This is an optimization exercise on Yosys and OpenROAD, whose aim is small area, a short achievable clock period and few clock cycles, not a production implementation.
Where RTL was checked, it was by simulation tests only, not by an equivalence proof against the original.
Only the layout flow was run in runs 1 and 2; the RTL was not checked for function there.
Power figures rest on the tool's default switching activity, not on a simulated workload.

===== flow/config.mk =====
export PLATFORM = sky130hd
export DESIGN_NAME = adb_packet_receive_queue_top
export DESIGN_NICKNAME = adb_packet_receive_queue_top
export VERILOG_FILES = /design/flow/design.v
export SDC_FILE = /design/flow/constraint.sdc
export NUM_CORES = 4
export LEC_CHECK = 0
export CAP_MARGIN = 20
export CORE_MARGIN = 2
export CORE_UTILIZATION = 40
export SETUP_SLACK_MARGIN = 4.2
export SLEW_MARGIN = 20

===== flow/constraint.sdc =====
create_clock -name core_clock -period 7.0 [get_ports {clk}]
set_input_delay 1.4000 -clock core_clock [delete_from_list [all_inputs] [get_ports {clk}]]
set_output_delay 1.4000 -clock core_clock [all_outputs]
set_load 0.01 [all_outputs]

===== flow/design.v =====
package adbq_pkg;
	localparam int unsigned RING_SLOTS_DEF = 8;
	localparam int unsigned MAX_REPLY_DEF  = 24;
	localparam int unsigned MODE_W      = 2;
	localparam int unsigned BYTE_W      = 8;
	localparam int unsigned OUTCOME_W   = 3;
	localparam int unsigned DATA_IDX_W  = 5;
	localparam int unsigned MIN_PACKET  = 3;
	localparam logic [BYTE_W-1:0] PACKET_TYPE_DATA = 8'h00;
	typedef enum logic [MODE_W-1:0] {
		MODE_BYTE  = 2'd0,
		MODE_ABORT = 2'd1,
		MODE_POP   = 2'd2,
		MODE_NOP   = 2'd3
	} mode_t;
	typedef enum logic [OUTCOME_W-1:0] {
		OC_QUEUED    = 3'd0,
		OC_IGNORED   = 3'd1,
		OC_DROPPED   = 3'd2,
		OC_PACKET    = 3'd3,
		OC_EMPTY     = 3'd4,
		OC_DISCARDED = 3'd5
	} outcome_t;
	typedef enum logic [1:0] {
		PH_ATTN = 2'd0,
		PH_RECV = 2'd1,
		PH_OVER = 2'd2
	} rx_phase_t;
	typedef enum logic [2:0] {
		S_IDLE,
		S_BYTE,
		S_JUDGE,
		S_POP,
		S_RD1,
		S_RD2,
		S_DATA
	} seq_state_t;
	typedef struct packed {
		logic byte_we;
		logic len_we;
	} store_ctl_t;
endpackage
import adbq_pkg::*;
module adbq_store #(
	parameter int unsigned RING_SLOTS = RING_SLOTS_DEF,
	parameter int unsigned MAX_REPLY  = MAX_REPLY_DEF,
	localparam int unsigned PTR_W  = $clog2(RING_SLOTS),
	localparam int unsigned SLOT_W = MAX_REPLY - 1,
	localparam int unsigned OFF_W  = $clog2(SLOT_W),
	localparam int unsigned DATA_N = SLOT_W - 2
) (
	input  logic              clk,
	input  logic              we,
	input  logic [PTR_W-1:0]  wr_slot,
	input  logic [OFF_W-1:0]  wr_off,
	input  logic [BYTE_W-1:0] wr_byte,
	input  logic [RING_SLOTS-1:0] rd_slot_oh,
	input  logic [DATA_N-1:0]     rd_data_oh,
	output logic [BYTE_W-1:0] rd_status,
	output logic [BYTE_W-1:0] rd_command,
	output logic [BYTE_W-1:0] rd_data
);
	logic [BYTE_W-1:0] mem [RING_SLOTS][SLOT_W];
	logic [BYTE_W-1:0] row [RING_SLOTS];
	logic [RING_SLOTS-1:0] wq_slot_n;
	logic [SLOT_W-1:0]     wq_off_n;
	logic [BYTE_W-1:0]     wq_byte;
	always_ff @(posedge clk) begin
		for (int s = 0; s < RING_SLOTS; s++) begin
			wq_slot_n[s] <= !(we && (wr_slot == PTR_W'(s)));
		end
		for (int o = 0; o < SLOT_W; o++) begin
			wq_off_n[o] <= (wr_off != OFF_W'(o));
		end
		wq_byte <= wr_byte;
	end
	always_ff @(posedge clk) begin
		for (int s = 0; s < RING_SLOTS; s++) begin
			for (int o = 0; o < SLOT_W; o++) begin
				if (!(wq_slot_n[s] || wq_off_n[o])) begin
					mem[s][o] <= wq_byte;
				end
			end
		end
	end
	always_comb begin
		rd_status  = '0;
		rd_command = '0;
		rd_data    = '0;
		for (int s = 0; s < RING_SLOTS; s++) begin
			row[s] = '0;
			for (int o = 0; o < DATA_N; o++) begin
				row[s] = row[s] | (mem[s][o + 2] & {BYTE_W{rd_data_oh[o]}});
			end
			rd_status  = rd_status  | (mem[s][0] & {BYTE_W{rd_slot_oh[s]}});
			rd_command = rd_command | (mem[s][1] & {BYTE_W{rd_slot_oh[s]}});
			rd_data    = rd_data    | (row[s]   & {BYTE_W{rd_slot_oh[s]}});
		end
	end
endmodule
import adbq_pkg::*;
module adbq_seq #(
	parameter int unsigned RING_SLOTS = RING_SLOTS_DEF,
	parameter int unsigned MAX_REPLY  = MAX_REPLY_DEF,
	parameter int unsigned RQ_DEPTH   = 4,
	localparam int unsigned PTR_W  = $clog2(RING_SLOTS),
	localparam int unsigned SLOT_W = MAX_REPLY - 1,
	localparam int unsigned OFF_W  = $clog2(SLOT_W),
	localparam int unsigned LEN_W  = $clog2(MAX_REPLY),
	localparam int unsigned DATA_N = SLOT_W - 2
) (
	input  logic              clk,
	input  logic              arst_n,
	input  logic              deliver_enable,
	input  logic              item_valid,
	output logic              item_ready,
	input  logic [MODE_W-1:0] item_mode,
	input  logic [BYTE_W-1:0] item_link_byte,
	input  logic              item_end_of_packet,
	output logic                  result_valid,
	input  logic                  result_ready,
	output logic [OUTCOME_W-1:0]  result_outcome,
	output logic [BYTE_W-1:0]     result_status_flags,
	output logic [BYTE_W-1:0]     result_echoed_command,
	output logic [BYTE_W-1:0]     result_data_byte,
	output logic [DATA_IDX_W-1:0] result_data_index,
	output logic                  result_has_data,
	output logic                  result_last,
	output logic              wr_en,
	output logic [PTR_W-1:0]  wr_slot,
	output logic [OFF_W-1:0]  wr_off,
	output logic [BYTE_W-1:0] wr_byte,
	output logic [RING_SLOTS-1:0] rd_slot_oh,
	output logic [DATA_N-1:0]     rd_data_oh,
	input  logic [BYTE_W-1:0] rd_status,
	input  logic [BYTE_W-1:0] rd_command,
	input  logic [BYTE_W-1:0] rd_data
);
	localparam int unsigned CNT_W = $clog2(MAX_REPLY + 1);
	localparam int unsigned RQ_W  = $clog2(RQ_DEPTH);
	localparam int unsigned ITEM_W = MODE_W + BYTE_W + 1;
	function automatic logic [PTR_W-1:0] ring_next(input logic [PTR_W-1:0] i);
		ring_next = (i == PTR_W'(RING_SLOTS - 1)) ? '0 : i + PTR_W'(1);
	endfunction
	logic              rdy_q, in_v, sk_v;
	logic [ITEM_W-1:0] in_d, sk_d, item_d;
	logic              take, consume, in_free;
	assign item_d  = {item_mode, item_link_byte, item_end_of_packet};
	assign take    = item_valid && rdy_q;
	assign in_free = !in_v || consume;
	assign item_ready = rdy_q;
	always_ff @(posedge clk or negedge arst_n) begin
		if (!arst_n) begin
			in_v  <= 1'b0;
			sk_v  <= 1'b0;
			rdy_q <= 1'b1;
		end else begin
			if (in_free) begin
				in_v  <= sk_v || take;
				sk_v  <= 1'b0;
				rdy_q <= 1'b1;
			end else begin
				sk_v  <= sk_v || take;
				rdy_q <= !(sk_v || take);
			end
		end
	end
	always_ff @(posedge clk) begin
		if (rdy_q) begin
			sk_d <= item_d;
		end
		if (in_free) begin
			in_d <= sk_v ? sk_d : item_d;
		end
	end
	logic [MODE_W-1:0] in_mode;
	logic [BYTE_W-1:0] in_byte;
	logic              in_eop;
	assign {in_mode, in_byte, in_eop} = in_d;
	adbq_pkg::rx_phase_t phase_q;
	logic [CNT_W-1:0]  count_q;
	logic              type0_q;
	logic [PTR_W-1:0]  head_q, tail_q;
	logic [RING_SLOTS-1:0] busy_q, busy_set, busy_clr;
	logic [LEN_W-1:0]  nd_mem [RING_SLOTS];
	logic is_byte, is_abort, is_pop, owes, stores, judging, judge_ok, stall;
	logic empty, full;
	logic [LEN_W-1:0] judge_nd;
	logic [OUTCOME_W-1:0] judge_oc;
	logic [RQ_DEPTH-1:0][3:0] rq_q;
	logic [RQ_DEPTH-1:0] rq_v;
	logic            rq_full, rq_push, rq_pop;
	logic [3:0]      rq_in, rq_head;
	assign is_byte  = (in_mode == MODE_BYTE);
	assign is_abort = (in_mode == MODE_ABORT);
	assign is_pop   = (in_mode == MODE_POP);
	assign owes     = (is_byte && in_eop) || is_abort || is_pop;
	assign stores   = is_byte && (phase_q == PH_RECV) && (count_q != '0);
	assign stall    = (owes && rq_full) || (stores && busy_q[tail_q] && !wr_safe);
	assign consume  = in_v && !stall;
	assign judging  = consume && ((is_byte && in_eop) || is_abort);
	assign empty = (head_q == tail_q);
	assign full  = (ring_next(tail_q) == head_q);
	always_comb begin
		if (is_byte) begin
			unique case (phase_q)
				PH_RECV: begin
					judge_ok = (count_q >= CNT_W'(MIN_PACKET - 1)) && type0_q;
					judge_nd = LEN_W'(count_q - CNT_W'(MIN_PACKET - 1));
				end
				PH_OVER: begin
					judge_ok = type0_q;
					judge_nd = LEN_W'(SLOT_W - 2);
				end
				default: begin
					judge_ok = 1'b0;
					judge_nd = '0;
				end
			endcase
		end else begin
			judge_ok = (phase_q != PH_ATTN) && (count_q >= CNT_W'(MIN_PACKET)) && type0_q;
			judge_nd = LEN_W'(count_q - CNT_W'(MIN_PACKET));
		end
		if (!judge_ok) begin
			judge_oc = OC_IGNORED;
		end else if (full) begin
			judge_oc = OC_DROPPED;
		end else begin
			judge_oc = OC_QUEUED;
		end
	end
	always_comb begin
		if (is_pop) begin
			if (empty) begin
				rq_in = {1'b0, OC_EMPTY};
			end else if (!deliver_enable) begin
				rq_in = {1'b0, OC_DISCARDED};
			end else begin
				rq_in = {1'b1, 3'(head_q)};
			end
		end else begin
			rq_in = {1'b0, judge_oc};
		end
	end
	assign rq_push  = consume && owes;
	assign busy_set = (consume && is_pop && !empty && deliver_enable) ?
		(RING_SLOTS'(1) << head_q) : '0;
	assign wr_en   = consume && stores;
	assign wr_slot = tail_q;
	assign wr_off  = OFF_W'(count_q - CNT_W'(1));
	assign wr_byte = in_byte;
	always_ff @(posedge clk or negedge arst_n) begin
		if (!arst_n) begin
			phase_q <= PH_ATTN;
			count_q <= '0;
			type0_q <= 1'b0;
			head_q  <= '0;
			tail_q  <= '0;
			busy_q  <= '0;
		end else begin
			busy_q <= (busy_q & ~busy_clr) | busy_set;
			if (consume) begin
				if (is_byte) begin
					unique case (phase_q)
						PH_RECV: begin
							if (count_q == '0) begin
								type0_q <= (in_byte == PACKET_TYPE_DATA);
							end
							count_q <= count_q + CNT_W'(1);
							if (count_q == CNT_W'(MAX_REPLY - 1)) begin
								phase_q <= PH_OVER;
							end
						end
						PH_OVER: ;
						default: begin
							phase_q <= PH_RECV;
							count_q <= '0;
						end
					endcase
				end
				if (judging) begin
					phase_q <= PH_ATTN;
					count_q <= '0;
					if (judge_oc == OC_QUEUED) begin
						tail_q <= ring_next(tail_q);
					end
				end
				if (is_pop && !empty) begin
					head_q <= ring_next(head_q);
				end
			end
		end
	end
	always_ff @(posedge clk) begin
		if (judging && judge_oc == OC_QUEUED) begin
			nd_mem[tail_q] <= judge_nd;
		end
	end
	assign rq_full = rq_v[RQ_DEPTH-1];
	assign rq_head = rq_q[0];
	always_ff @(posedge clk or negedge arst_n) begin
		if (!arst_n) begin
			rq_v <= '0;
		end else if (rq_push && !rq_pop) begin
			rq_v <= {rq_v[RQ_DEPTH-2:0], 1'b1};
		end else if (rq_pop && !rq_push) begin
			rq_v <= {1'b0, rq_v[RQ_DEPTH-1:1]};
		end
	end
	always_ff @(posedge clk) begin
		for (int i = 0; i < RQ_DEPTH; i++) begin
			if (rq_pop) begin
				if (rq_push && rq_v[i] && (i == RQ_DEPTH - 1 || !rq_v[i + 1])) begin
					rq_q[i] <= rq_in;
				end else if (i < RQ_DEPTH - 1) begin
					rq_q[i] <= rq_q[i + 1];
				end
			end else if (rq_push && !rq_v[i] && (i == 0 || rq_v[i - 1])) begin
				rq_q[i] <= rq_in;
			end
		end
	end
	logic                  c_v, c_rep, c_done, c_has;
	logic [OUTCOME_W-1:0]  c_code;
	logic [PTR_W-1:0]      c_slot;
	logic [RING_SLOTS-1:0] c_slot_oh;
	logic [DATA_N-1:0]     c_data_oh;
	logic [LEN_W-1:0]      c_idx, c_rem, q_nd;
	logic                  load_ok, emit, c_last, c_fin, c_load, wr_safe;
	logic                  res_valid_q;
	logic [OUTCOME_W-1:0]  res_outcome_q;
	logic [BYTE_W-1:0]     res_status_q, res_cmd_q, res_data_q;
	logic [DATA_IDX_W-1:0] res_index_q;
	logic                  res_has_q, res_last_q;
	assign load_ok    = !res_valid_q || result_ready;
	assign emit       = c_v && load_ok;
	assign c_last     = !c_rep || (c_rem == '0);
	assign c_fin      = emit && c_last;
	assign c_load     = (!c_v || c_fin) && rq_v[0];
	assign rq_pop     = c_load;
	assign rd_slot_oh = c_slot_oh;
	assign rd_data_oh = c_data_oh;
	assign q_nd       = nd_mem[PTR_W'(rq_head[2:0])];
	assign busy_clr   = (c_fin && c_rep) ? c_slot_oh : '0;
	assign wr_safe = c_v && c_rep && c_done && (c_slot == tail_q) &&
		(count_q <= CNT_W'(c_idx) + CNT_W'(2));
	always_ff @(posedge clk or negedge arst_n) begin
		if (!arst_n) begin
			c_v         <= 1'b0;
			res_valid_q <= 1'b0;
		end else begin
			if (c_load) begin
				c_v <= 1'b1;
			end else if (c_fin) begin
				c_v <= 1'b0;
			end
			if (emit) begin
				res_valid_q <= 1'b1;
			end else if (result_ready) begin
				res_valid_q <= 1'b0;
			end
		end
	end
	always_ff @(posedge clk) begin
		if (c_load) begin
			c_rep     <= rq_head[3];
			c_code    <= rq_head[2:0];
			c_slot    <= PTR_W'(rq_head[2:0]);
			c_slot_oh <= RING_SLOTS'(1) << rq_head[2:0];
			c_idx     <= '0;
			c_done    <= 1'b0;
			c_has     <= (q_nd != '0);
			c_rem     <= (q_nd != '0) ? q_nd - LEN_W'(1) : '0;
			c_data_oh <= DATA_N'(q_nd != '0);
		end else if (emit) begin
			c_idx     <= c_idx + LEN_W'(1);
			c_rem     <= c_rem - LEN_W'(1);
			c_done    <= 1'b1;
			c_data_oh <= {c_data_oh[DATA_N-2:0], 1'b0};
		end
		if (emit) begin
			if (c_rep) begin
				res_outcome_q <= OC_PACKET;
				if (!c_done) begin
					res_status_q <= rd_status;
					res_cmd_q    <= rd_command;
				end
				res_data_q  <= rd_data;
				res_index_q <= DATA_IDX_W'(c_idx);
				res_has_q   <= c_has;
				res_last_q  <= c_last;
			end else begin
				res_outcome_q <= c_code;
				res_status_q  <= '0;
				res_cmd_q     <= '0;
				res_data_q    <= '0;
				res_index_q   <= '0;
				res_has_q     <= 1'b0;
				res_last_q    <= 1'b1;
			end
		end
	end
	assign result_valid          = res_valid_q;
	assign result_outcome        = res_outcome_q;
	assign result_status_flags   = res_status_q;
	assign result_echoed_command = res_cmd_q;
	assign result_data_byte      = res_data_q;
	assign result_data_index     = res_index_q;
	assign result_has_data       = res_has_q;
	assign result_last           = res_last_q;
endmodule
import adbq_pkg::*;
module adb_packet_receive_queue_top #(
	parameter int unsigned RING_SLOTS = RING_SLOTS_DEF,
	parameter int unsigned MAX_REPLY  = MAX_REPLY_DEF
) (
	input  logic          clk,
	input  logic          arst_n,
	input  logic          cfg_we,
	input  logic          cfg_wdata,
	input  logic                  item_valid,
	output logic                  item_ready,
	input  logic [MODE_W-1:0]     item_mode,
	input  logic [BYTE_W-1:0]     item_link_byte,
	input  logic                  item_end_of_packet,
	output logic                  result_valid,
	input  logic                  result_ready,
	output logic [OUTCOME_W-1:0]  result_outcome,
	output logic [BYTE_W-1:0]     result_status_flags,
	output logic [BYTE_W-1:0]     result_echoed_command,
	output logic [BYTE_W-1:0]     result_data_byte,
	output logic [DATA_IDX_W-1:0] result_data_index,
	output logic                  result_has_data,
	output logic                  result_last
);
	localparam int unsigned PTR_W  = $clog2(RING_SLOTS);
	localparam int unsigned SLOT_W = MAX_REPLY - 1;
	localparam int unsigned OFF_W  = $clog2(SLOT_W);
	logic              deliver_enable_q;
	logic              wr_en;
	logic [PTR_W-1:0]  wr_slot;
	logic [OFF_W-1:0]  wr_off;
	logic [RING_SLOTS-1:0] rd_slot_oh;
	logic [SLOT_W-3:0] rd_data_oh;
	logic [BYTE_W-1:0] wr_byte, rd_status, rd_command, rd_data;
	always_ff @(posedge clk or negedge arst_n) begin
		if (!arst_n) begin
			deliver_enable_q <= 1'b0;
		end else if (cfg_we) begin
			deliver_enable_q <= cfg_wdata;
		end
	end
	adbq_seq #(
		.RING_SLOTS (RING_SLOTS),
		.MAX_REPLY  (MAX_REPLY)
	) u_seq (
		.clk            (clk),
		.arst_n         (arst_n),
		.deliver_enable (deliver_enable_q),
		.item_valid            (item_valid),
		.item_ready            (item_ready),
		.item_mode             (item_mode),
		.item_link_byte        (item_link_byte),
		.item_end_of_packet    (item_end_of_packet),
		.result_valid          (result_valid),
		.result_ready          (result_ready),
		.result_outcome        (result_outcome),
		.result_status_flags   (result_status_flags),
		.result_echoed_command (result_echoed_command),
		.result_data_byte      (result_data_byte),
		.result_data_index     (result_data_index),
		.result_has_data       (result_has_data),
		.result_last           (result_last),
		.wr_en      (wr_en),
		.wr_slot    (wr_slot),
		.wr_off     (wr_off),
		.wr_byte    (wr_byte),
		.rd_slot_oh (rd_slot_oh),
		.rd_data_oh (rd_data_oh),
		.rd_status  (rd_status),
		.rd_command (rd_command),
		.rd_data    (rd_data)
	);
	adbq_store #(
		.RING_SLOTS (RING_SLOTS),
		.MAX_REPLY  (MAX_REPLY)
	) u_store (
		.clk        (clk),
		.we         (wr_en),
		.wr_slot    (wr_slot),
		.wr_off     (wr_off),
		.wr_byte    (wr_byte),
		.rd_slot_oh (rd_slot_oh),
		.rd_data_oh (rd_data_oh),
		.rd_status  (rd_status),
		.rd_command (rd_command),
		.rd_data    (rd_data)
	);
endmodule

===== flow/run.sh =====
#!/bin/bash
# synth_recipe.tcl (not shown) runs the flow's synth.tcl, then flattens the netlist and writes it again
# the make line also repeats each setting of config.mk as NAME=value (left out here)
make -C /OpenROAD-flow-scripts/flow DESIGN_CONFIG=/design/flow/config.mk WORK_HOME=/design/flow/orfs CLKGATE_MAP_FILE= SYNTH_SCRIPT=/design/flow/synth_recipe.tcl finish

==> results by group, run 1 <==
Status
  • Status: finished clean

Clocking
  • Clk slew on worst S/H paths: 0.06 ns
  • TritonCTS Sinks: 1703
  • Clock buffer count from CTS: 164
  • H-tree depth: 4
  • Clock Latency Late Sink: 0.81 ns
  • CTS Root Cell: clkbuf_16
  • CTS tree: yes
  • Post-cts hold buffer count: 0
  • Clock Path Buffers: 3

Final layout
  • Area grow syn2layout: 14.2%
  • Antenna diodes: 0
  • Commonest non-fill, non-tap cells in the layout: 1623 x edfxtp_1, 256 x a22oi_1, 200 x a22o_1
  • Layout cell share with drive strength beyond 1: 14.0%
  • Nets: 3652
  • Most common cell after layout, fill and taps aside: edfxtp_1
  • Final non-filler cell total: 5783

Timing
  • Fin Setup TNS: 0 ns
  • Pins Over Slew Limit: 0
  • Slew headroom: 15.3%
  • Crit share post-route: 41.8%
  • Hold Violations, Final: 0
  • Finish-stage setup viols: 0
  • Minimum clock period: 2.92 ns
  • Fmax: 342 MHz
  • Final Skew: 0.0294 ns
  • RSZ-0062 raised after global routing: yes
  • Slew @ Worst Pin: 1.27 ns

Detailed routing
  • Routed wire per std cell: 32.0 um
  • Via density: 6.14
  • WL final: 185000 um
  • Pre-antenna DRT Iters: 8
  • Residual DRC count: 0
  • Final ANT Viol Nets: 0
  • 1st-iter DRT viols: 5243
  • Vias after detailed routing: 35500

Pwr
  • Pleak: 22.4 nW
  • PwrDens: 376 nW/um2
  • Peak supply drop: 0.370 mV
  • Pwr Total: 26.9 mW

GRT
  • Pin count of the biggest net entering global routing: 104
  • GRT Util Overall: 23.0%
  • GRT overflow: 0
  • Vias in the first global route: 34700
  • First-pass GRT wire length: 260000 um
  • Initial antenna violation count: 6

Critical path
  • CP endpoint kind: output port
  • Slowest stage cell on the critical path: edfxtp_1
  • WP data required: 5.60 ns
  • Delay-heaviest family, CP: flip-flops
  • Crit path DAT: 1.52 ns
  • Critical Path Source Type: flop
  • Worst path bufs/invs: 1
  • CP peak stage delay: 0.54 ns
  • Worst-path cell chain: buf_6
  • Critical path class: reg2out
  • Critical path peak fanout: 1

Die
  • Die W: 399 um
  • Die area: 159000 um2
  • Core area: 156000 um2
  • Ports: 53
  • # rows: 145
  • DIE HEIGHT: 399 um
  • Initial core utilization: 40.1%

Placement
  • Inst Count DP: 5444
  • PortBufs: 52
  • DPL Wire Length: 106000 um
  • GP Congestion: 0.825

Flow run
  • Maxcap violations: 0

Yosys
  • Sequential share of the synthesized area: 80.8%
  • Mapped Nets: 3541
  • Syn Area/Cell: 17.9 um2
  • Async set-or-reset flop fraction in the synthesized netlist: 1.88%
  • Main synth FF type: edfxtp_1
  • Synth Warn #: 7
  • Share of the synthesized area in the top cell type: 78.0%
  • Post-Syn Area: 62500 um2
  • Cell taking the most area after synthesis: edfxtp_1
  • Leading cell types by total area after synthesis: edfxtp_1 78%, a22oi_1 3.1%, a22o_1 2.8%
  • Post-Synthesis Cells: 3489
  • Post-synthesis sequential element count: 1703
  • EDFF count, synth: 1623
  • Library cells used by synthesis: 66

Hold path
  • Hold crit path type: reg2reg
==> synthesized netlist by cell type (all sizes together), types with 5 or more instances <==
| cell type | instances |
|---|---|
| edfxtp | 1623 |
| a22oi | 256 |
| nor2 | 211 |
| a22o | 200 |
| a221oi | 192 |
| clkbuf | 154 |
| nand4 | 84 |
| o21ai | 78 |
| buf | 77 |
| nand2 | 77 |
| nand3 | 77 |
| a222oi | 64 |
| dfxtp | 48 |
| ha | 35 |
| and2 | 32 |
| dfrtp | 31 |
| inv | 29 |
| mux2 | 27 |
| a21oi | 17 |
| a41oi | 16 |
| nor3 | 16 |
| xor2 | 16 |
| mux2i | 14 |
| mux4 | 12 |
| xnor2 | 11 |
| o21a | 10 |
| nand2b | 8 |
| nor4 | 8 |
| or2 | 6 |
| nor2b | 5 |
| o22ai | 5 |
| o31ai | 5 |
==> per-stage QoR <==
step                      setup slack (ns)  hold WS (ns)  area, um2  util (%)
after floorplan                       3.96         0.348      62600         -
final                                 4.08         0.374      71400      45.8
after global routing                  4.00         0.391      71400      45.8
after detailed placement              2.48         0.364      65500      42.1
after CTS                             4.04         0.378      71100      45.7
after global placement                2.55         0.358      65400      42.0
==> metal layers <==
metal,wire [um],share of wire [%],GRT usage (%)
met1,75000,40,32.9
met2,85900,46,35.6
met3,19700,11,4.82
met4,4670,2.5,6.78
met5,12,0.0065,0
==> cells by family (layout without fill, tap and decap cells) <==
logic type               count (synthesis)  count (layout)  share of synthesized area, %
flip-flops                            1703            1703                          80.8
XOR/XNOR                                27              27                         0.379
buffers and inverters                  261             496                          1.61
AO/OA/AOI/OAI                          871             871                          11.2
AND/OR/NAND/NOR                        539             540                          4.09
multiplexers                            53              53                          1.15
adder cells (fa/ha/maj)                 35              35                         0.701
==> path summary, 6_finish.rpt <==
path,from,endpoint,slack (ns),cells past startpoint
max,u_seq.res_data_q[5]$_SDFFCE_PN0P_,result_data_byte[5],4.08,1
max in group asynchronous,arst_n,u_seq.count_q[4]$_DFFE_PN0P_,5.70,1
max reg2reg,u_seq.c_idx[2]$_SDFFE_PP0P_,u_seq.nd_mem[1][3]$_DFFE_PP_,4.11,10
min reg2reg,u_seq.in_d[5]$_DFFE_PP_,u_store.wq_byte[4]$_DFF_P_,0.37,0
min,u_seq.in_d[5]$_DFFE_PP_,u_store.wq_byte[4]$_DFF_P_,0.37,0
min in group asynchronous,arst_n,deliver_enable_q$_DFFE_PN0P_,0.71,1
==> flip-flops by register name (all words and copies together), names as in the netlist, 2 cells and up, named ones only <==
register             flops
u_seq.busy_q             8
u_seq.c_code             3
u_seq.c_data_oh         21
u_seq.c_idx              5
u_seq.c_rem              5
u_seq.c_slot_oh          8
u_seq.count_q            5
u_seq.head_q             3
u_seq.in_d              11
u_seq.nd_mem            40
u_seq.phase_q            2
u_seq.res_cmd_q          8
u_seq.res_data_q         8
u_seq.res_index_q        5
u_seq.res_outcome_q      3
u_seq.res_status_q       8
u_seq.rq_q              16
u_seq.rq_v               4
u_seq.sk_d              11
u_seq.tail_q             3
u_store.mem           1472
u_store.wq_byte          8
u_store.wq_off_n        23
u_store.wq_slot_n        8
==> repair_timing <==
action / 4_1_cts / 5_1_grt
hold endpoints to repair: 0 / 0
resized for setup: 272 / 39
gates cloned: 2 / 0
endpoints found under the setup margin: 208 / 126
buffers inserted: 41 / 2
pin swaps: 16 / 15
==> area by class of cell <==
| cell class | count | area [um2] |
|---|---|---|
| Clock inverter | 63 | 533 |
| Timing Repair Buffer | 174 | 1490 |
| Multi-Input combinational cell | 1526 | 11500 |
| Clock buffer | 228 | 4560 |
| Inverter | 30 | 125 |
| Tap cell | 2058 | 2570 |
| Sequential cell | 1703 | 50600 |
| Timing Repair inverter | 1 | 7.51 |
| Fill cell | 13200 | 84300 |
==> report_power, final <==
group          switching [mW]  internal (mW)  leakage [nW]
clock network            3.75           4.80          2.47
registers               0.391           11.7          15.5
logic                    4.37           1.88          4.39
total                    8.51           18.4          22.4
==> run 2, diff against run 1 <==
--- a/flow/config.mk
+++ b/flow/config.mk
@@ -8,5 +8,5 @@
 export CAP_MARGIN = 20
 export CORE_MARGIN = 2
 export CORE_UTILIZATION = 40
-export SETUP_SLACK_MARGIN = 4.2
+export SETUP_SLACK_MARGIN = 4.6
 export SLEW_MARGIN = 20
==> run 2 against run 1 <==
  * Via count up 4.4%
  * Critical path depth increased by 12
  * Sequential share of layout area decreased by 2.3 points
  * Sequential power barely moved
  * Combinational power is 27% higher
  * Fmax fell by 2.9%
  * Highest routed layer unchanged
==> results by group, run 2 <==
Final layout
  • Post-route design area: 73800 um2 (+3.4%)
  • Commonest non-fill, non-tap cells in the layout: 1623 x edfxtp_1, 254 x a22oi_1, 197 x a22o_1
  • Layout cell share with drive strength beyond 1: 19.2% (+5.2 points)
  • Area grow syn2layout: 18.1%
  • Nets: 3731 (+2.2%)
  • Most common cell after layout, fill and taps aside: edfxtp_1
  • FILL cells: 12900 (-2.4%)
  • Antenna diodes: 0 (unchanged)
  • Max FFs per register: 1472 (unchanged)
  • Leading registers by flop count: u_store.mem: 1472 flops, u_seq.nd_mem: 40 flops, u_store.wq_off_n: 23 flops
  • Most flop-heavy register: u_store.mem

Die
  • # rows: 145 (unchanged)
  • Initial core utilization: 40.1% (unchanged)
  • Core area: 156000 um2 (unchanged)
  • Die area: 159000 um2 (unchanged)
  • Die W: 399 um (unchanged)
  • DIE HEIGHT: 399 um (unchanged)
  • Ports: 53 (unchanged)

GRT
  • GRT Util Overall: 24.0% (+1.0 points)
  • GRT overflow: 0 (unchanged)
  • Vias in the first global route: 35200 (+1.3%)
  • First-pass GRT wire length: 270000 um (+3.9%)
  • Initial antenna violation count: 3 (-3)
  • Pin count of the biggest net entering global routing: 110 (+5.8%)

Yosys
  • EDFF count, synth: 1623 (unchanged)
  • Share of the synthesized area in the top cell type: 78.0% (unchanged)
  • Sequential share of the synthesized area: 80.8% (unchanged)
  • Post-synthesis sequential element count: 1703 (unchanged)
  • Post-Synthesis Cells: 3489 (unchanged)
  • Most instantiated library cell after synthesis: edfxtp_1
  • Library cells used by synthesis: 66 (unchanged)
  • Leading cell types by total area after synthesis: edfxtp_1 78%, a22oi_1 3.1%, a22o_1 2.8%
  • Main synth FF type: edfxtp_1
  • Post-Syn Area: 62500 um2 (unchanged)
  • Mapped Nets: 3541 (unchanged)
  • Cell taking the most area after synthesis: edfxtp_1
  • Async set-or-reset flop fraction in the synthesized netlist: 1.88% (unchanged)
  • Synth Warn #: 7 (unchanged)
  • Syn Area/Cell: 17.9 um2 (unchanged)
  • Top post-synthesis cells by count: 1623 x edfxtp_1, 256 x a22oi_1, 211 x nor2_1

Critical path
  • CP endpoint kind: flop
  • Reg2reg start: u_seq.c_idx[1]$_SDFFE_PP0P_
  • Critical R2R Capture: u_seq.rq_q[1]$_DFFE_PN_
  • FF-to-FF setup slack: 3.99 ns (-0.12 ns)
  • Critical Path Sink: u_seq.rq_q[1]$_DFFE_PN_
  • Critical path class: reg2reg
  • Critical path peak fanout: 4 (+3)
  • Critical Path Start: u_seq.c_idx[1]$_SDFFE_PP0P_
  • Critical Path Source Type: flop
  • WP data required: 7.53 ns (+1.93 ns)
  • R2r worst-path depth: 13 (+3)
  • Crit path DAT: 3.54 ns (+2.02 ns)

Detailed routing
  • Vias after detailed routing: 37100 (+4.4%)
  • Final ANT Viol Nets: 0 (unchanged)
  • WL final: 199000 um (+7.7%)
  • Residual DRC count: 0 (unchanged)
  • Routed wire per std cell: 34.0 um (+6.1%)
  • 1st-iter DRT viols: 6175 (+18%)
  • Via density: 6.32 (+2.8%)
  • Pre-antenna DRT Iters: 9 (+1)

Pwr
  • PwrDens: 390 nW/um2 (+3.5%)
  • Clock share of power: 30.4% (-1.4 points)
  • NetSw: 9.42 mW (+11%)
  • Switching share of power: 32.8% (+1.1 points)
  • Pint: 19.3 mW (+5.2%)
  • Pwr Total: 28.7 mW (+7.0%)
  • Peak supply drop: 0.369 mV (-0.29%)
  • Pleak: 23.3 nW (+4.4%)
  • Comb pwr share: 27.6% (+4.4 points)
  • Reg power frac: 42.0% (-2.9 points)

Placement
  • DP Area: 65700 um2 (+0.42%)
  • DPL Wire Length: 106000 um (-0.30%)
  • GP Congestion: 0.869 (+5.4%)
  • DP Worst Slack: 3.31 ns (+0.826 ns)
  • PortBufs: 52 (unchanged)

Timing
  • Pins Over Slew Limit: 0 (unchanged)
  • Final Skew: 0.0353 ns (+0.00586 ns)
  • Minimum clock period: 3.01 ns (+0.0863 ns)
  • Fmax: 332 MHz (-2.9%)
  • Slew headroom: 12.1% (-3.2 points)
  • RSZ-0062 raised after global routing: yes
  • Crit share post-route: 43.0% (+1.2 points)
  • Finish-stage setup viols: 0 (unchanged)
  • Setup slack after layout: 3.99 ns (-0.0863 ns)
  • Hold Violations, Final: 0 (unchanged)
  • Fin Setup TNS: 0 ns (unchanged)
  • Slew @ Worst Pin: 1.32 ns (+0.0508 ns)

Status
  • Status: finished clean

Clocking
  • Clock buffer count from CTS: 165 (+0.61%)
  • H-tree depth: 4 (unchanged)
  • CTS Root Cell: clkbuf_16
  • TritonCTS Sinks: 1703 (unchanged)
  • Clock Latency Late Sink: 0.80 ns (about the same)
  • CTS tree: yes
  • Clock Path Buffers: 3 (unchanged)
  • Clk slew on worst S/H paths: 0.07 ns (about the same)

Hold path
  • Hold crit path type: reg2reg

Flow run
  • Maxcap violations: 0 (unchanged)
-- run 2: worst min path at each step --
stage / start / end / slack, ns / depth (start not counted)
after floorplan: u_seq.in_d[2]$_DFFE_PP_ / u_store.wq_byte[1]$_DFF_P_ / 0.35 / 0
after detailed placement: u_seq.in_d[1]$_DFFE_PP_ / u_store.wq_byte[0]$_DFF_P_ / 0.37 / 0
after CTS: u_seq.in_d[1]$_DFFE_PP_ / u_store.wq_byte[0]$_DFF_P_ / 0.38 / 0
final: u_seq.in_d[1]$_DFFE_PP_ / u_store.wq_byte[0]$_DFF_P_ / 0.38 / 0
after global routing: u_seq.in_d[1]$_DFFE_PP_ / u_store.wq_byte[0]$_DFF_P_ / 0.38 / 0
after global placement: u_seq.in_d[5]$_DFFE_PP_ / u_store.wq_byte[4]$_DFF_P_ / 0.36 / 0
-- run 2: cells by family (layout without fill, tap and decap cells) --
group | after synthesis | in the layout | synth area share (%)
xor gates and xnor gates | 27 | 27 | 0.379
and+or+nand+nor | 539 | 540 | 4.09
adders and majority gates | 35 | 35 | 0.701
muxes | 53 | 53 | 1.15
buffers and inverters | 261 | 583 | 1.61
AOI/OAI and AO/OA | 871 | 871 | 11.2
DFF | 1703 | 1703 | 80.8
-- run 2: area by class of cell --
cell class	instances	area (um2)	share of cell area, %
Timing Repair Buffer	253	2970	4.03
Clock buffer	215	4460	6.05
Clock inverter	85	738	1.00
Inverter	30	139	0.188
Multi-Input combinational cell	1526	12300	16.7
Tap cell	2058	2570	3.49
Sequential cell	1703	50600	68.6
-- run 2: power by group through the flow --
| stage | Clock, mW | Combinational, mW | Sequential [mW] |
|---|---|---|---|
| floorplan | 0 | 3.27 | 12.2 |
| global placement | 0 | 5.99 | 12.3 |
| detailed placement | 0 | 6.00 | 12.3 |
| CTS | 8.76 | 7.06 | 12.1 |
| global route | 9.17 | 8.10 | 12.1 |
| finish | 8.73 | 7.93 | 12.1 |
-- run 2: layer usage --
metal  GRT usage, %  vias to the layer above  routed length (um)
met3           5.38                      368               25200
li1               -                    14900                   -
met5              0                        -                  81
met4           7.84                        4                7440
met1           34.1                    19200               76600
met2           36.9                     2597               90200
-- run 2: repair_timing --
| item | in CTS | in global routing |
|---|---|---|
| setup endpoints to repair | 334 | 414 |
| endpoints found under the hold margin | 0 | 0 |
| hold buffers | 0 | 0 |
| cloned | 12 | 10 |
| pin swaps | 83 | 87 |
| setup buffers | 66 | 33 |
| resized for setup | 402 | 113 |
-- run 2: worst max-delay path, cell delays in order, from the launching register on --
cell	delay, ns
dfxtp_4	0.37
ha_4	0.17
xnor2_2	0.13
ha_1	0.30
nand4_1	0.15
buf_4	0.18
o21a_1	0.17
o211a_4	0.25
buf_4	0.14
buf_6	0.11
buf_6	0.11
o2111ai_4	0.26
nand2_4	0.12
mux2_4	0.30
-- run 2: per-stage QoR --
step / hold WS, ns / std cells / util [%]
floorplan: 0.348 / 3489 / -
global placement: 0.360 / 5442 / 42.2
detailed placement: 0.367 / 5445 / 42.2
CTS: 0.380 / 5823 / 46.6
global route: 0.384 / 5870 / 47.4
finish: 0.377 / 5870 / 47.4
==> run 3, diff against run 2 <==
--- a/flow/design.v
+++ b/flow/design.v
@@ -46,55 +46,76 @@
 	parameter int unsigned MAX_REPLY  = MAX_REPLY_DEF,
 	localparam int unsigned PTR_W  = $clog2(RING_SLOTS),
 	localparam int unsigned SLOT_W = MAX_REPLY - 1,
-	localparam int unsigned OFF_W  = $clog2(SLOT_W),
-	localparam int unsigned DATA_N = SLOT_W - 2
+	localparam int unsigned DATA_N = SLOT_W - 2,
+	localparam int unsigned POS_W  = $clog2(DATA_N)
 ) (
 	input  logic              clk,
+	input  logic              arst_n,
 	input  logic              we,
 	input  logic [PTR_W-1:0]  wr_slot,
-	input  logic [OFF_W-1:0]  wr_off,
+	input  logic [1:0]        wr_kind,       
 	input  logic [BYTE_W-1:0] wr_byte,
+	input  logic [PTR_W-1:0]  q_slot,
+	output logic [DATA_N-1:0] q_pos_oh,      
+	output logic [POS_W-1:0]  q_pos,
 	input  logic [RING_SLOTS-1:0] rd_slot_oh,
-	input  logic [DATA_N-1:0]     rd_data_oh,
+	input  logic [DATA_N-1:0]     rd_pos_oh,
 	output logic [BYTE_W-1:0] rd_status,
 	output logic [BYTE_W-1:0] rd_command,
 	output logic [BYTE_W-1:0] rd_data
 );
-	logic [BYTE_W-1:0] mem [RING_SLOTS][SLOT_W];
-	logic [BYTE_W-1:0] row [RING_SLOTS];
+	logic [BYTE_W-1:0] ring   [RING_SLOTS][DATA_N];
+	logic [BYTE_W-1:0] status [RING_SLOTS];
+	logic [BYTE_W-1:0] cmd    [RING_SLOTS];
+	logic [POS_W-1:0]  pos0   [RING_SLOTS];
+	logic [BYTE_W-1:0] row    [RING_SLOTS];
 	logic [RING_SLOTS-1:0] wq_slot_n;
-	logic [SLOT_W-1:0]     wq_off_n;
+	logic [1:0]            wq_kind;
 	logic [BYTE_W-1:0]     wq_byte;
 	always_ff @(posedge clk) begin
 		for (int s = 0; s < RING_SLOTS; s++) begin
 			wq_slot_n[s] <= !(we && (wr_slot == PTR_W'(s)));
 		end
-		for (int o = 0; o < SLOT_W; o++) begin
-			wq_off_n[o] <= (wr_off != OFF_W'(o));
-		end
+		wq_kind <= wr_kind;
 		wq_byte <= wr_byte;
 	end
 	always_ff @(posedge clk) begin
 		for (int s = 0; s < RING_SLOTS; s++) begin
-			for (int o = 0; o < SLOT_W; o++) begin
-				if (!(wq_slot_n[s] || wq_off_n[o])) begin
-					mem[s][o] <= wq_byte;
-				end
+			ring[s][0] <= (!wq_slot_n[s] && wq_kind[1]) ? wq_byte : ring[s][DATA_N-1];
+			for (int p = 1; p < DATA_N; p++) begin
+				ring[s][p] <= ring[s][p-1];
+			end
+			if (!wq_slot_n[s] && wq_kind == 2'd0) begin
+				status[s] <= wq_byte;
+			end
+			if (!wq_slot_n[s] && wq_kind == 2'd1) begin
+				cmd[s] <= wq_byte;
+			end
+			if (!wq_slot_n[s] && wq_kind == 2'd2) begin
+				pos0[s] <= POS_W'(1);
+			end else begin
+				pos0[s] <= (pos0[s] == POS_W'(DATA_N - 1)) ? '0 : pos0[s] + POS_W'(1);
 			end
 		end
 	end
 	always_comb begin
+		q_pos = pos0[q_slot];
+		for (int p = 0; p < DATA_N; p++) begin
+			q_pos_oh[p] = (q_pos == POS_W'(p));
+		end
+	end
+	always_comb begin
 		rd_status  = '0;
 		rd_command = '0;
 		rd_data    = '0;
 		for (int s = 0; s < RING_SLOTS; s++) begin
 			row[s] = '0;
-			for (int o = 0; o < DATA_N; o++) begin
-				row[s] = row[s] | (mem[s][o + 2] & {BYTE_W{rd_data_oh[o]}});
+			for (int p = 0; p < DATA_N; p++) begin
+				row[s] = row[s] | (ring[s][p] & {BYTE_W{rd_pos_oh[p]}});
 			end
-			rd_status  = rd_status  | (mem[s][0] & {BYTE_W{rd_slot_oh[s]}});
-			rd_command = rd_command | (mem[s][1] & {BYTE_W{rd_slot_oh[s]}});
-			rd_data    = rd_data    | (row[s]   & {BYTE_W{rd_slot_oh[s]}});
+			rd_status  = rd_status  | (status[s] & {BYTE_W{rd_slot_oh[s]}});
+			rd_command = rd_command | (cmd[s]    & {BYTE_W{rd_slot_oh[s]}});
+			rd_data    = rd_data    | (row[s]    & {BYTE_W{rd_slot_oh[s]}});
 		end
 	end
 endmodule
@@ -107,7 +128,8 @@
 	localparam int unsigned SLOT_W = MAX_REPLY - 1,
 	localparam int unsigned OFF_W  = $clog2(SLOT_W),
 	localparam int unsigned LEN_W  = $clog2(MAX_REPLY),
-	localparam int unsigned DATA_N = SLOT_W - 2
+	localparam int unsigned DATA_N = SLOT_W - 2,
+	localparam int unsigned POS_W  = $clog2(DATA_N)
 ) (
 	input  logic              clk,
 	input  logic              arst_n,
@@ -128,10 +150,13 @@
 	output logic                  result_last,
 	output logic              wr_en,
 	output logic [PTR_W-1:0]  wr_slot,
-	output logic [OFF_W-1:0]  wr_off,
+	output logic [1:0]        wr_kind,
 	output logic [BYTE_W-1:0] wr_byte,
+	output logic [PTR_W-1:0]  q_slot,
+	input  logic [DATA_N-1:0] q_pos_oh,
+	input  logic [POS_W-1:0]  q_pos,
 	output logic [RING_SLOTS-1:0] rd_slot_oh,
-	output logic [DATA_N-1:0]     rd_data_oh,
+	output logic [DATA_N-1:0]     rd_pos_oh,
 	input  logic [BYTE_W-1:0] rd_status,
 	input  logic [BYTE_W-1:0] rd_command,
 	input  logic [BYTE_W-1:0] rd_data
@@ -183,8 +208,10 @@
 	logic [PTR_W-1:0]  head_q, tail_q;
 	logic [RING_SLOTS-1:0] busy_q, busy_set, busy_clr;
 	logic [LEN_W-1:0]  nd_mem [RING_SLOTS];
-	logic is_byte, is_abort, is_pop, owes, stores, judging, judge_ok, stall;
-	logic empty, full;
+	logic is_byte, is_abort, is_pop, owes, stores, st_cmd, data, judging, judge_ok, stall;
+	logic empty, full, pend_v, aligned, busy_wait, cmd_safe, data_safe;
+	logic [POS_W-1:0] al_q;
+	logic [OUTCOME_W-1:0] pend_oc;
 	logic [LEN_W-1:0] judge_nd;
 	logic [OUTCOME_W-1:0] judge_oc;
 	logic [RQ_DEPTH-1:0][3:0] rq_q;
@@ -196,7 +223,11 @@
 	assign is_pop   = (in_mode == MODE_POP);
 	assign owes     = (is_byte && in_eop) || is_abort || is_pop;
 	assign stores   = is_byte && (phase_q == PH_RECV) && (count_q != '0);
-	assign stall    = (owes && rq_full) || (stores && busy_q[tail_q] && !wr_safe);
+	assign st_cmd   = stores && (count_q < CNT_W'(3));
+	assign data     = stores && (count_q >= CNT_W'(3));
+	assign aligned   = (count_q == CNT_W'(3)) || (al_q == '0);
+	assign busy_wait = busy_q[tail_q] && ((data && !data_safe) || (st_cmd && !cmd_safe));
+	assign stall    = pend_v || (is_pop && rq_full) || busy_wait || (data && !aligned);
 	assign consume  = in_v && !stall;
 	assign judging  = consume && ((is_byte && in_eop) || is_abort);
 	assign empty = (head_q == tail_q);
@@ -230,7 +261,9 @@
 		end
 	end
 	always_comb begin
-		if (is_pop) begin
+		if (pend_v) begin
+			rq_in = {1'b0, pend_oc};
+		end else if (is_pop) begin
 			if (empty) begin
 				rq_in = {1'b0, OC_EMPTY};
 			end else if (!deliver_enable) begin
@@ -242,12 +275,14 @@
 			rq_in = {1'b0, judge_oc};
 		end
 	end
-	assign rq_push  = consume && owes;
+	assign rq_push  = pend_v ? !rq_full : (consume && owes && !rq_full);
 	assign busy_set = (consume && is_pop && !empty && deliver_enable) ?
 		(RING_SLOTS'(1) << head_q) : '0;
 	assign wr_en   = consume && stores;
 	assign wr_slot = tail_q;
-	assign wr_off  = OFF_W'(count_q - CNT_W'(1));
+	assign wr_kind = (count_q == CNT_W'(1)) ? 2'd0 :
+	                 (count_q == CNT_W'(2)) ? 2'd1 :
+	                 (count_q == CNT_W'(3)) ? 2'd2 : 2'd3;
 	assign wr_byte = in_byte;
 	always_ff @(posedge clk or negedge arst_n) begin
 		if (!arst_n) begin
@@ -257,7 +292,19 @@
 			head_q  <= '0;
 			tail_q  <= '0;
 			busy_q  <= '0;
+			pend_v  <= 1'b0;
+			al_q    <= '0;
 		end else begin
+			if (consume && data) begin
+				al_q <= '0;
+			end else begin
+				al_q <= (al_q == POS_W'(DATA_N - 1)) ? '0 : al_q + POS_W'(1);
+			end
+			if (pend_v) begin
+				pend_v <= rq_full;
+			end else if (judging && rq_full) begin
+				pend_v <= 1'b1;
+			end
 			busy_q <= (busy_q & ~busy_clr) | busy_set;
 			if (consume) begin
 				if (is_byte) begin
@@ -295,6 +342,9 @@
 		if (judging && judge_oc == OC_QUEUED) begin
 			nd_mem[tail_q] <= judge_nd;
 		end
+		if (judging) begin
+			pend_oc <= judge_oc;
+		end
 	end
 	assign rq_full = rq_v[RQ_DEPTH-1];
 	assign rq_head = rq_q[0];
@@ -324,9 +374,11 @@
 	logic [OUTCOME_W-1:0]  c_code;
 	logic [PTR_W-1:0]      c_slot;
 	logic [RING_SLOTS-1:0] c_slot_oh;
-	logic [DATA_N-1:0]     c_data_oh;
-	logic [LEN_W-1:0]      c_idx, c_rem, q_nd;
-	logic                  load_ok, emit, c_last, c_fin, c_load, wr_safe;
+	logic [DATA_N-1:0]     c_pos_oh;
+	logic [LEN_W-1:0]      c_idx, c_rem, c_nd, q_nd;
+	logic [POS_W-1:0]      c_vict, c_vict_nx;
+	logic                  c_safe;
+	logic                  load_ok, emit, c_last, c_fin, c_load;
 	logic                  res_valid_q;
 	logic [OUTCOME_W-1:0]  res_outcome_q;
 	logic [BYTE_W-1:0]     res_status_q, res_cmd_q, res_data_q;
@@ -339,11 +391,12 @@
 	assign c_load     = (!c_v || c_fin) && rq_v[0];
 	assign rq_pop     = c_load;
 	assign rd_slot_oh = c_slot_oh;
-	assign rd_data_oh = c_data_oh;
+	assign rd_pos_oh  = c_pos_oh;
+	assign q_slot     = PTR_W'(rq_head[2:0]);
 	assign q_nd       = nd_mem[PTR_W'(rq_head[2:0])];
 	assign busy_clr   = (c_fin && c_rep) ? c_slot_oh : '0;
-	assign wr_safe = c_v && c_rep && c_done && (c_slot == tail_q) &&
-		(count_q <= CNT_W'(c_idx) + CNT_W'(2));
+	assign cmd_safe  = c_v && c_rep && c_done && (c_slot == tail_q);
+	assign data_safe = c_v && c_rep && c_safe && (c_slot == tail_q);
 	always_ff @(posedge clk or negedge arst_n) begin
 		if (!arst_n) begin
 			c_v         <= 1'b0;
@@ -361,8 +414,16 @@
 			end
 		end
 	end
+	assign c_vict_nx = (c_vict == POS_W'(DATA_N - 1)) ? '0 : c_vict + POS_W'(1);
 	always_ff @(posedge clk) begin
 		if (c_load) begin
+			c_vict <= (q_pos >= POS_W'(DATA_N - 2)) ? q_pos - POS_W'(DATA_N - 2) : q_pos + POS_W'(2);
+			c_safe <= 1'b0;
+		end else begin
+			c_vict <= c_vict_nx;
+			c_safe <= (LEN_W'(c_vict_nx) < c_idx) || (LEN_W'(c_vict_nx) >= c_nd);
+		end
+		if (c_load) begin
 			c_rep     <= rq_head[3];
 			c_code    <= rq_head[2:0];
 			c_slot    <= PTR_W'(rq_head[2:0]);
@@ -370,13 +431,15 @@
 			c_idx     <= '0;
 			c_done    <= 1'b0;
 			c_has     <= (q_nd != '0);
+			c_nd      <= q_nd;
 			c_rem     <= (q_nd != '0) ? q_nd - LEN_W'(1) : '0;
-			c_data_oh <= DATA_N'(q_nd != '0);
+			c_pos_oh  <= (q_nd != '0) ? q_pos_oh : '0;
 		end else if (emit) begin
 			c_idx     <= c_idx + LEN_W'(1);
 			c_rem     <= c_rem - LEN_W'(1);
 			c_done    <= 1'b1;
-			c_data_oh <= {c_data_oh[DATA_N-2:0], 1'b0};
+		end else begin
+			c_pos_oh  <= {c_pos_oh[DATA_N-2:0], c_pos_oh[DATA_N-1]};
 		end
 		if (emit) begin
 			if (c_rep) begin
@@ -438,10 +501,11 @@
 	localparam int unsigned OFF_W  = $clog2(SLOT_W);
 	logic              deliver_enable_q;
 	logic              wr_en;
-	logic [PTR_W-1:0]  wr_slot;
-	logic [OFF_W-1:0]  wr_off;
+	logic [PTR_W-1:0]  wr_slot, q_slot;
+	logic [1:0]        wr_kind;
+	logic [$clog2(SLOT_W-2)-1:0] q_pos;
 	logic [RING_SLOTS-1:0] rd_slot_oh;
-	logic [SLOT_W-3:0] rd_data_oh;
+	logic [SLOT_W-3:0] rd_pos_oh, q_pos_oh;
 	logic [BYTE_W-1:0] wr_byte, rd_status, rd_command, rd_data;
 	always_ff @(posedge clk or negedge arst_n) begin
 		if (!arst_n) begin
@@ -473,10 +537,13 @@
 		.result_last           (result_last),
 		.wr_en      (wr_en),
 		.wr_slot    (wr_slot),
-		.wr_off     (wr_off),
+		.wr_kind    (wr_kind),
 		.wr_byte    (wr_byte),
+		.q_slot     (q_slot),
+		.q_pos_oh   (q_pos_oh),
+		.q_pos      (q_pos),
 		.rd_slot_oh (rd_slot_oh),
-		.rd_data_oh (rd_data_oh),
+		.rd_pos_oh  (rd_pos_oh),
 		.rd_status  (rd_status),
 		.rd_command (rd_command),
 		.rd_data    (rd_data)
@@ -486,12 +553,16 @@
 		.MAX_REPLY  (MAX_REPLY)
 	) u_store (
 		.clk        (clk),
+		.arst_n     (arst_n),
 		.we         (wr_en),
 		.wr_slot    (wr_slot),
-		.wr_off     (wr_off),
+		.wr_kind    (wr_kind),
 		.wr_byte    (wr_byte),
+		.q_slot     (q_slot),
+		.q_pos_oh   (q_pos_oh),
+		.q_pos      (q_pos),
 		.rd_slot_oh (rd_slot_oh),
-		.rd_data_oh (rd_data_oh),
+		.rd_pos_oh  (rd_pos_oh),
 		.rd_status  (rd_status),
 		.rd_command (rd_command),
 		.rd_data    (rd_data)
--- a/flow/config.mk
+++ b/flow/config.mk
@@ -7,6 +7,6 @@
 export LEC_CHECK = 0
 export CAP_MARGIN = 20
 export CORE_MARGIN = 2
-export CORE_UTILIZATION = 40
-export SETUP_SLACK_MARGIN = 4.6
+export CORE_UTILIZATION = 65
+export SETUP_SLACK_MARGIN = 4.3
 export SLEW_MARGIN = 20
==> run 3 against run 2 <==
  * Global-route usage up 10 points
  * Synthesized area is 17% lower
  * Wire length down 28%
  * Hold slack got worse by 0.045 ns
  * Fmax up 6.3%
  * Largest power group unchanged
  * Highest routed layer is now met4
==> results by group, run 3 <==
Status
  • Status: finished clean

Clocking
  • CTS tree: yes
  • Clock Latency Late Sink: 0.76 ns (-0.04 ns)
  • CTS Root Cell: clkbuf_16
  • H-tree depth: 4 (unchanged)
  • Clock Path Buffers: 3 (unchanged)
  • Clock buffer count from CTS: 160 (-3.0%)
  • Post-cts hold buffer count: 0 (unchanged)
  • Clk slew on worst S/H paths: 0.07 ns (about the same)
  • TritonCTS Sinks: 1741 (+2.2%)

Detailed routing
  • WL final: 143000 um (-28%)
  • Vias after detailed routing: 33400 (-10%)
  • Residual DRC count: 0 (unchanged)
  • Pre-antenna DRT Iters: 8 (-1)
  • Via density: 6.64 (+5.1%)
  • Final ANT Viol Nets: 0 (unchanged)
  • Routed wire per std cell: 28.4 um (-16%)
  • 1st-iter DRT viols: 3790 (-39%)

Critical path
  • Delay-heaviest family, CP: simple AND/OR/NAND/NOR gates
  • Worst path bufs/invs: 2 (-2)
  • CP endpoint kind: flop
  • Reg2reg start: u_seq.tail_q[0]$_DFFE_PN0P_
  • Crit path DAT: 3.26 ns (-0.28 ns)
  • Critical Path Source Type: flop
  • CP peak stage delay: 0.57 ns (+0.20 ns)
  • Worst-path cell chain: xor2_2 -> or4_4 -> o31a_1 -> o21a_4 -> nor4_4 -> buf_6 -> buf_12 -> and4_4
  • Critical path peak fanout: 5 (+1)
  • Slowest stage cell on the critical path: or4_4
  • FF-to-FF setup slack: 4.17 ns (+0.18 ns)
  • Levels on crit path: 8 (-5)
  • WP data required: 7.43 ns (-0.10 ns)
  • Critical R2R Capture: u_seq.nd_mem[3][4]$_DFFE_PP_
  • R2r worst-path depth: 8 (-5)
  • Critical path class: reg2reg

Die
  • Die area: 82000 um2 (-49%)
  • Die W: 286 um (-28%)
  • Core area: 78900 um2 (-49%)
  • # rows: 103 (-29%)
  • DIE HEIGHT: 286 um (-28%)
  • Ports: 53 (unchanged)
  • Initial core utilization: 65.7% (+26 points)

Pwr
  • Pleak: 23.1 nW (-0.90%)
  • Pwr Total: 25.5 mW (-11%)
  • PwrDens: 423 nW/um2 (+8.6%)
  • Peak supply drop: 0.516 mV (+40%)

Placement
  • DPL Wire Length: 75700 um (-28%)
  • GP Congestion: 0.892 (+2.6%)
  • PortBufs: 52 (unchanged)

Yosys
  • Syn Area/Cell: 13.9 um2 (-22%)
  • Cell taking the most area after synthesis: dfxtp_1
  • Post-Syn Area: 51800 um2 (-17%)
  • Sequential share of the synthesized area: 73.2% (-7.7 points)
  • Post-synthesis sequential element count: 1741 (+2.2%)
  • Post-Synthesis Cells: 3729 (+6.9%)
  • Mux contribution to synthesized area: 2.73% (+1.6 points)
  • Top post-synthesis cells by count: 1417 x dfxtp_1, 286 x edfxtp_1, 257 x a22oi_1
  • Synth Warn #: 10 (+3)
  • Post-synthesis xor/xnor area fraction: 0.812% (+0.43 points)
  • Library cells used by synthesis: 75 (+14%)
  • Post-synthesis adder-cell area fraction: 1.47% (+0.77 points)
  • Most instantiated library cell after synthesis: dfxtp_1
  • Main synth FF type: dfxtp_1
  • Mapped Nets: 3807 (+7.5%)
  • Synth Area in Compound Gates: 14.7% (+3.5 points)
  • Leading cell types by total area after synthesis: dfxtp_1 55%, edfxtp_1 17%, a22oi_1 3.7%
  • Largest family of logic cells by synthesized area: compound AO/OA/AOI/OAI gates
  • Share of the synthesized area in the top cell type: 54.8% (-23 points)
  • Async set-or-reset flop fraction in the synthesized netlist: 2.18% (+0.30 points)
  • Synth Area in Simple Gates: 4.95% (+0.86 points)
  • EDFF count, synth: 286 (-82%)

Timing
  • Worst Hold Margin: 0.332 ns (-0.0446 ns)
  • Hold Violations, Final: 0 (unchanged)
  • Finish-stage setup viols: 0 (unchanged)
  • Final Skew: 0.0483 ns (+0.0130 ns)
  • Fmax: 353 MHz (+6.3%)
  • Slew @ Worst Pin: 1.18 ns (-0.135 ns)
  • Crit share post-route: 40.4% (-2.6 points)
  • Pins Over Slew Limit: 0 (unchanged)
  • Slew headroom: 21.3% (+9.2 points)
  • RSZ-0062 raised after global routing: yes
  • Minimum clock period: 2.83 ns (-0.179 ns)
  • Fin Setup TNS: 0 ns (unchanged)

Hold path
  • Hold wc startpoint: u_store.ring[97][5]$_DFF_P_
  • Hold endpoint: u_store.ring[98][5]$_DFF_P_
  • Hold crit path type: reg2reg
  • Hold Path Stages: 0 (unchanged)

GRT
  • GR peak layer: met2
  • Vias in the first global route: 34100 (-3.1%)
  • Pin count of the biggest net entering global routing: 66 (-40%)
  • GR met3 Demand/Resource: 6.10% (+0.72 points)
  • Initial antenna violation count: 8 (+5)
  • First-pass GRT wire length: 211000 um (-22%)
  • Met1 Use GR: 45.6% (+12 points)
  • GRT Util Overall: 34.2% (+10 points)
  • M2 GR Usage: 55.6% (+19 points)
  • GRT overflow: 0 (unchanged)

Final layout
  • Area grow syn2layout: 16.4%
  • Most flop-heavy register: u_store.ring
  • Most common cell after layout, fill and taps aside: dfxtp_1
  • Max FFs per register: 1344 (-8.7%)
  • FILL cells: 4778 (-63%)
  • Nets: 3928 (+5.3%)
  • Leading registers by flop count: u_store.ring: 1344 flops, u_store.cmd: 64 flops, u_store.status: 64 flops
  • Layout cell share with drive strength beyond 1: 15.5% (-3.8 points)
  • Commonest non-fill, non-tap cells in the layout: 1413 x dfxtp_1, 286 x edfxtp_1, 256 x a22oi_1

Flow run
  • Maxcap violations: 0 (unchanged)
## run 3: layout make-up
cell class	count	area, um2	area share [%]
well taps	1050	1310	2.18
flip-flops and latches	1741	37900	62.9
repair inverters	3	31.3	0.0519
multi-input cells	1694	13400	22.2
diodes	1	2.50	0.00415
repair buffers	170	1660	2.75
inverters	80	338	0.560
clock inverters	59	972	1.61
clock buffers	230	4640	7.70
## run 3: routing by layer
layer | up-vias | wire length (um)
met5 | - | 0
met4 | 0 | 5580
met3 | 345 | 12900
met2 | 1871 | 67300
met1 | 16800 | 57000
li1 | 14400 | -
## run 3: worst register-to-register path, stage by stage (launching register included)
cell and delay, ns:
dfrtp_4 0.54, xor2_2 0.19, or4_4 0.57, o31a_1 0.30, o21a_4 0.24, nor4_4 0.14
buf_6 0.17, buf_12 0.12, and4_4 0.27
## run 3: timing repair
| action | CTS | global route |
|---|---|---|
| endpoints found under the setup margin | 253 | 165 |
| buffers inserted | 28 | 32 |
| gates resized for setup | 235 | 98 |
| gates cloned | 2 | 5 |
| pin swaps | 13 | 18 |
## run 3: worst max-delay path by stage
stage	slack [ns]	to	start
after floorplan	4.11	u_seq.rq_q[8]$_DFFE_PP_	result_ready
after global placement	2.69	u_seq.rq_q[2]$_DFFE_PN_	result_ready
after detailed placement	2.63	u_seq.rq_q[3]$_DFFE_PN_	result_ready
after CTS	4.18	item_ready	u_seq.rdy_q$_DFF_PN1_
after global routing	4.12	u_seq.nd_mem[3][4]$_DFFE_PP_	u_seq.tail_q[0]$_DFFE_PN0P_
final	4.17	u_seq.nd_mem[3][4]$_DFFE_PP_	u_seq.tail_q[0]$_DFFE_PN0P_
## run 3: cell families after synthesis
family / count (synthesis)
flip-flops: 1741
AO/OA/AOI/OAI: 969
AND/OR/NAND/NOR: 500
buffers and inverters: 294
multiplexers: 116
XOR/XNOR: 48
adder cells (fa/ha/maj): 61
## run 3: report_power, final
group,total (mW),leakage (nW),switching [mW],internal (mW)
Sequential,11.1,14.6,0.413,10.7
Clock,9.11,2.75,3.76,5.35
Combinational,5.28,5.80,3.90,1.38
## run 3: through the flow
stage | util (%) | instance area (um2) | std cells | worst slack [ns]
6_report | 76.4 | 60300 | 5028 | 4.17
5_1_grt | 76.4 | 60300 | 5028 | 4.12
4_1_cts | 75.5 | 59500 | 4989 | 4.18
3_5_place_dp | 67.8 | 53500 | 4670 | 2.63
3_3_place_gp | 67.8 | 53500 | 4670 | 2.69
2_1_floorplan | - | 52000 | 3729 | 4.11
Testbench counts of run 3, summed over its fixed seeds: cycles 23,243.
==> run 4, diff against run 3 <==
--- a/flow/config.mk
+++ b/flow/config.mk
@@ -7,6 +7,6 @@
 export LEC_CHECK = 0
 export CAP_MARGIN = 20
 export CORE_MARGIN = 2
-export CORE_UTILIZATION = 65
+export CORE_UTILIZATION = 40
 export SETUP_SLACK_MARGIN = 4.3
 export SLEW_MARGIN = 20
==> run 4 against run 3 <==
  * Register-to-register slack better by 0.16 ns
  * Critical path depth is 7 lower
  * Sequential power hardly changed
  * Die area is 62% higher
  * Critical path type is now reg2out
==> results by group, run 4 <==
Pwr
  • Pleak: 23.1 nW (about the same)
  • Peak supply drop: 0.339 mV (-34%)
  • Pwr Total: 25.4 mW (-0.25%)
  • PwrDens: 417 nW/um2 (-1.4%)

Final layout
  • Commonest non-fill, non-tap cells in the layout: 1414 x dfxtp_1, 286 x edfxtp_1, 256 x a22oi_1
  • Area grow syn2layout: 17.7%
  • Final non-filler cell total: 5735 (+14%)
  • Layout cell share with drive strength beyond 1: 15.8% (+0.29 points)
  • Leading registers by flop count: u_store.ring: 1344 flops, u_store.cmd: 64 flops, u_store.status: 64 flops
  • Most common cell after layout, fill and taps aside: dfxtp_1
  • Max FFs per register: 1344 (unchanged)
  • Nets: 3941 (+0.33%)
  • Most flop-heavy register: u_store.ring

Yosys
  • EDFF count, synth: 286 (unchanged)
  • Mapped Nets: 3807 (unchanged)
  • Main synth FF type: dfxtp_1
  • Sequential share of the synthesized area: 73.2% (unchanged)
  • Library cells used by synthesis: 75 (unchanged)
  • Top post-synthesis cells by count: 1417 x dfxtp_1, 286 x edfxtp_1, 257 x a22oi_1
  • Post-synthesis sequential element count: 1741 (unchanged)
  • Syn Area/Cell: 13.9 um2 (unchanged)
  • Post-Syn Area: 51800 um2 (unchanged)
  • Share of the synthesized area in the top cell type: 54.8% (unchanged)
  • Leading cell types by total area after synthesis: dfxtp_1 55%, edfxtp_1 17%, a22oi_1 3.7%
  • Synth Warn #: 10 (unchanged)
  • Post-Synthesis Cells: 3729 (unchanged)
  • Cell taking the most area after synthesis: dfxtp_1
  • Most instantiated library cell after synthesis: dfxtp_1
  • Async set-or-reset flop fraction in the synthesized netlist: 2.18% (unchanged)

Clocking
  • Clock buffer count from CTS: 159 (-0.63%)
  • Post-cts hold buffer count: 0 (unchanged)
  • Clock Latency Late Sink: 0.80 ns (+0.04 ns)
  • Clock Path Buffers: 3 (unchanged)
  • H-tree depth: 4 (unchanged)
  • CTS Root Cell: clkbuf_16
  • TritonCTS Sinks: 1741 (unchanged)
  • CTS tree: yes
  • Clk slew on worst S/H paths: 0.06 ns (about the same)

Timing
  • Crit share post-route: 41.0% (+0.56 points)
  • RSZ-0062 raised after global routing: yes
  • Final Skew: 0.0350 ns (-0.0133 ns)
  • Finish-stage setup viols: 0 (unchanged)
  • Fmax: 348 MHz (-1.4%)
  • Hold Violations, Final: 0 (unchanged)
  • Slew headroom: 24.4% (+3.2 points)
  • Pins Over Slew Limit: 0 (unchanged)
  • Slew @ Worst Pin: 1.13 ns (-0.0514 ns)
  • Fin Setup TNS: 0 ns (unchanged)
  • Setup slack after layout: 4.13 ns (-0.0394 ns)
  • Worst Hold Margin: 0.332 ns (-0.0000240 ns)
  • Minimum clock period: 2.87 ns (+0.0394 ns)

Critical path
  • Worst path bufs/invs: 1 (-1)
  • Worst-path cell chain: buf_2
  • Critical Path Source Type: flop
  • Slowest stage cell on the critical path: edfxtp_1
  • WP data required: 5.60 ns (-1.83 ns)
  • Critical path peak fanout: 1 (-4)
  • CP endpoint kind: output port
  • Delay-heaviest family, CP: flip-flops
  • Critical path class: reg2out
  • CP peak stage delay: 0.49 ns (-0.08 ns)
  • Crit path DAT: 1.47 ns (-1.79 ns)

GRT
  • GRT overflow: 0 (unchanged)
  • Initial antenna violation count: 9 (+1)
  • Met1 Use GR: 30.0% (-16 points)
  • First-pass GRT wire length: 211000 um (about the same)
  • Pin count of the biggest net entering global routing: 63 (-4.5%)
  • GR met3 Demand/Resource: 3.51% (-2.6 points)
  • Vias in the first global route: 32300 (-5.3%)
  • GR peak layer: met2
  • M2 GR Usage: 33.7% (-22 points)
  • GRT Util Overall: 21.3% (-13 points)

Detailed routing
  • 1st-iter DRT viols: 3431 (-9.5%)
  • Residual DRC count: 0 (unchanged)
  • Pre-antenna DRT Iters: 6 (-2)
  • Via density: 5.65 (-15%)
  • Final ANT Viol Nets: 0 (unchanged)
  • WL final: 146000 um (+2.6%)
  • Routed wire per std cell: 25.5 um (-10%)
  • Vias after detailed routing: 32400 (-2.9%)

Die
  • Die W: 364 um (+27%)
  • Ports: 53 (unchanged)
  • DIE HEIGHT: 364 um (+27%)
  • Core area: 129000 um2 (+64%)
  • Initial core utilization: 40.2% (-26 points)
  • Die area: 132000 um2 (+62%)
  • # rows: 132 (+28%)

Placement
  • DP Worst Slack: 2.56 ns (-0.0717 ns)
  • PortBufs: 52 (unchanged)
  • GP Congestion: 0.828 (-7.2%)
  • DPL Wire Length: 78500 um (+3.7%)
  • Inst Count DP: 5370 (+15%)

Flow run
  • Maxcap violations: 0 (unchanged)

Hold path
  • Hold crit path type: reg2reg

Status
  • Status: finished clean
-- run 4: cells by family (layout without fill, tap and decap cells) --
logic type | Yosys count | in the layout | synth area share (%)
compound gates | 969 | 970 | 14.7
fa+ha+maj | 61 | 61 | 1.47
xor+xnor | 48 | 48 | 0.812
simple gates | 500 | 500 | 4.95
mux | 116 | 116 | 2.73
other cells | 0 | 1 | 0
buf+inv | 294 | 556 | 2.15
flops | 1741 | 1741 | 73.2
-- run 4: what timing repair did --
item,in CTS,in global routing
buffers inserted,37,27
endpoints found under the setup margin,238,186
pin swaps,12,16
gates resized for setup,241,80
cloned,3,7
-- run 4: final timing paths --
path,startpoint,slack [ns],endpoint,cells after the start
min in group asynchronous,arst_n,0.75,u_seq.sk_v$_DFF_PN0_,1
min,u_store.ring[89][6]$_DFF_P_,0.33,u_store.ring[90][6]$_DFF_P_,0
min reg2reg,u_store.ring[89][6]$_DFF_P_,0.33,u_store.ring[90][6]$_DFF_P_,0
max in group asynchronous,arst_n,5.61,u_seq.tail_q[2]$_DFFE_PN0P_,1
max,u_seq.res_index_q[1]$_SDFFCE_PN0P_,4.13,result_data_index[1],1
max reg2reg,u_seq.tail_q[0]$_DFFE_PN0P_,4.33,u_seq.tail_q[0]$_DFFE_PN0P_,8
-- run 4: power by group --
part           internal [mW]  switching, mW
combinational           1.41           3.93
sequential              10.7          0.469
clock                   5.11           3.82
-- run 4: worst register-to-register path, cell delays in order, from the launching register on --
cell and delay [ns]:
dfrtp_2 0.46, xor2_1 0.18, or4_4 0.55, o31a_1 0.30, o21a_4 0.25, nor4_4 0.19, buf_4 0.19, buf_4 0.12
mux2_2 0.32
-- run 4: area by class of cell --
class                      instances  area (um2)
tap                             1742        2180
timing repair inverter             1        8.76
fill                           11200       68000
clock inverter                    49         534
clock buffer                     241        4920
sequential                      1741       37900
antenna                            1        2.50
multi-input combinational       1695       13300
timing repair buffer             185        1790
inverter                          80         327
-- run 4: metal layers --
layer  vias up  share of wire, %
li1      14400                 -
met1     16400                44
met2      1379                46
met5         -                 0
met4         0               2.2
met3       228               7.7
-- run 4: stage by stage --
stage,cell area [um2],utilization [%]
floorplan,52000,-
global placement,54400,42.1
detailed placement,54400,42.1
CTS,60400,46.8
global route,61000,47.3
finish,61000,47.3

Re-timed with assumed drivers on the ports (clkbuf_16 on the clock, buf_2 on other inputs), run 4 has 4.062 ns of setup slack against 4.129 ns with ideal ports, and 3.625 ns once port delays also move by the mid clock arrival of 0.847 ns.
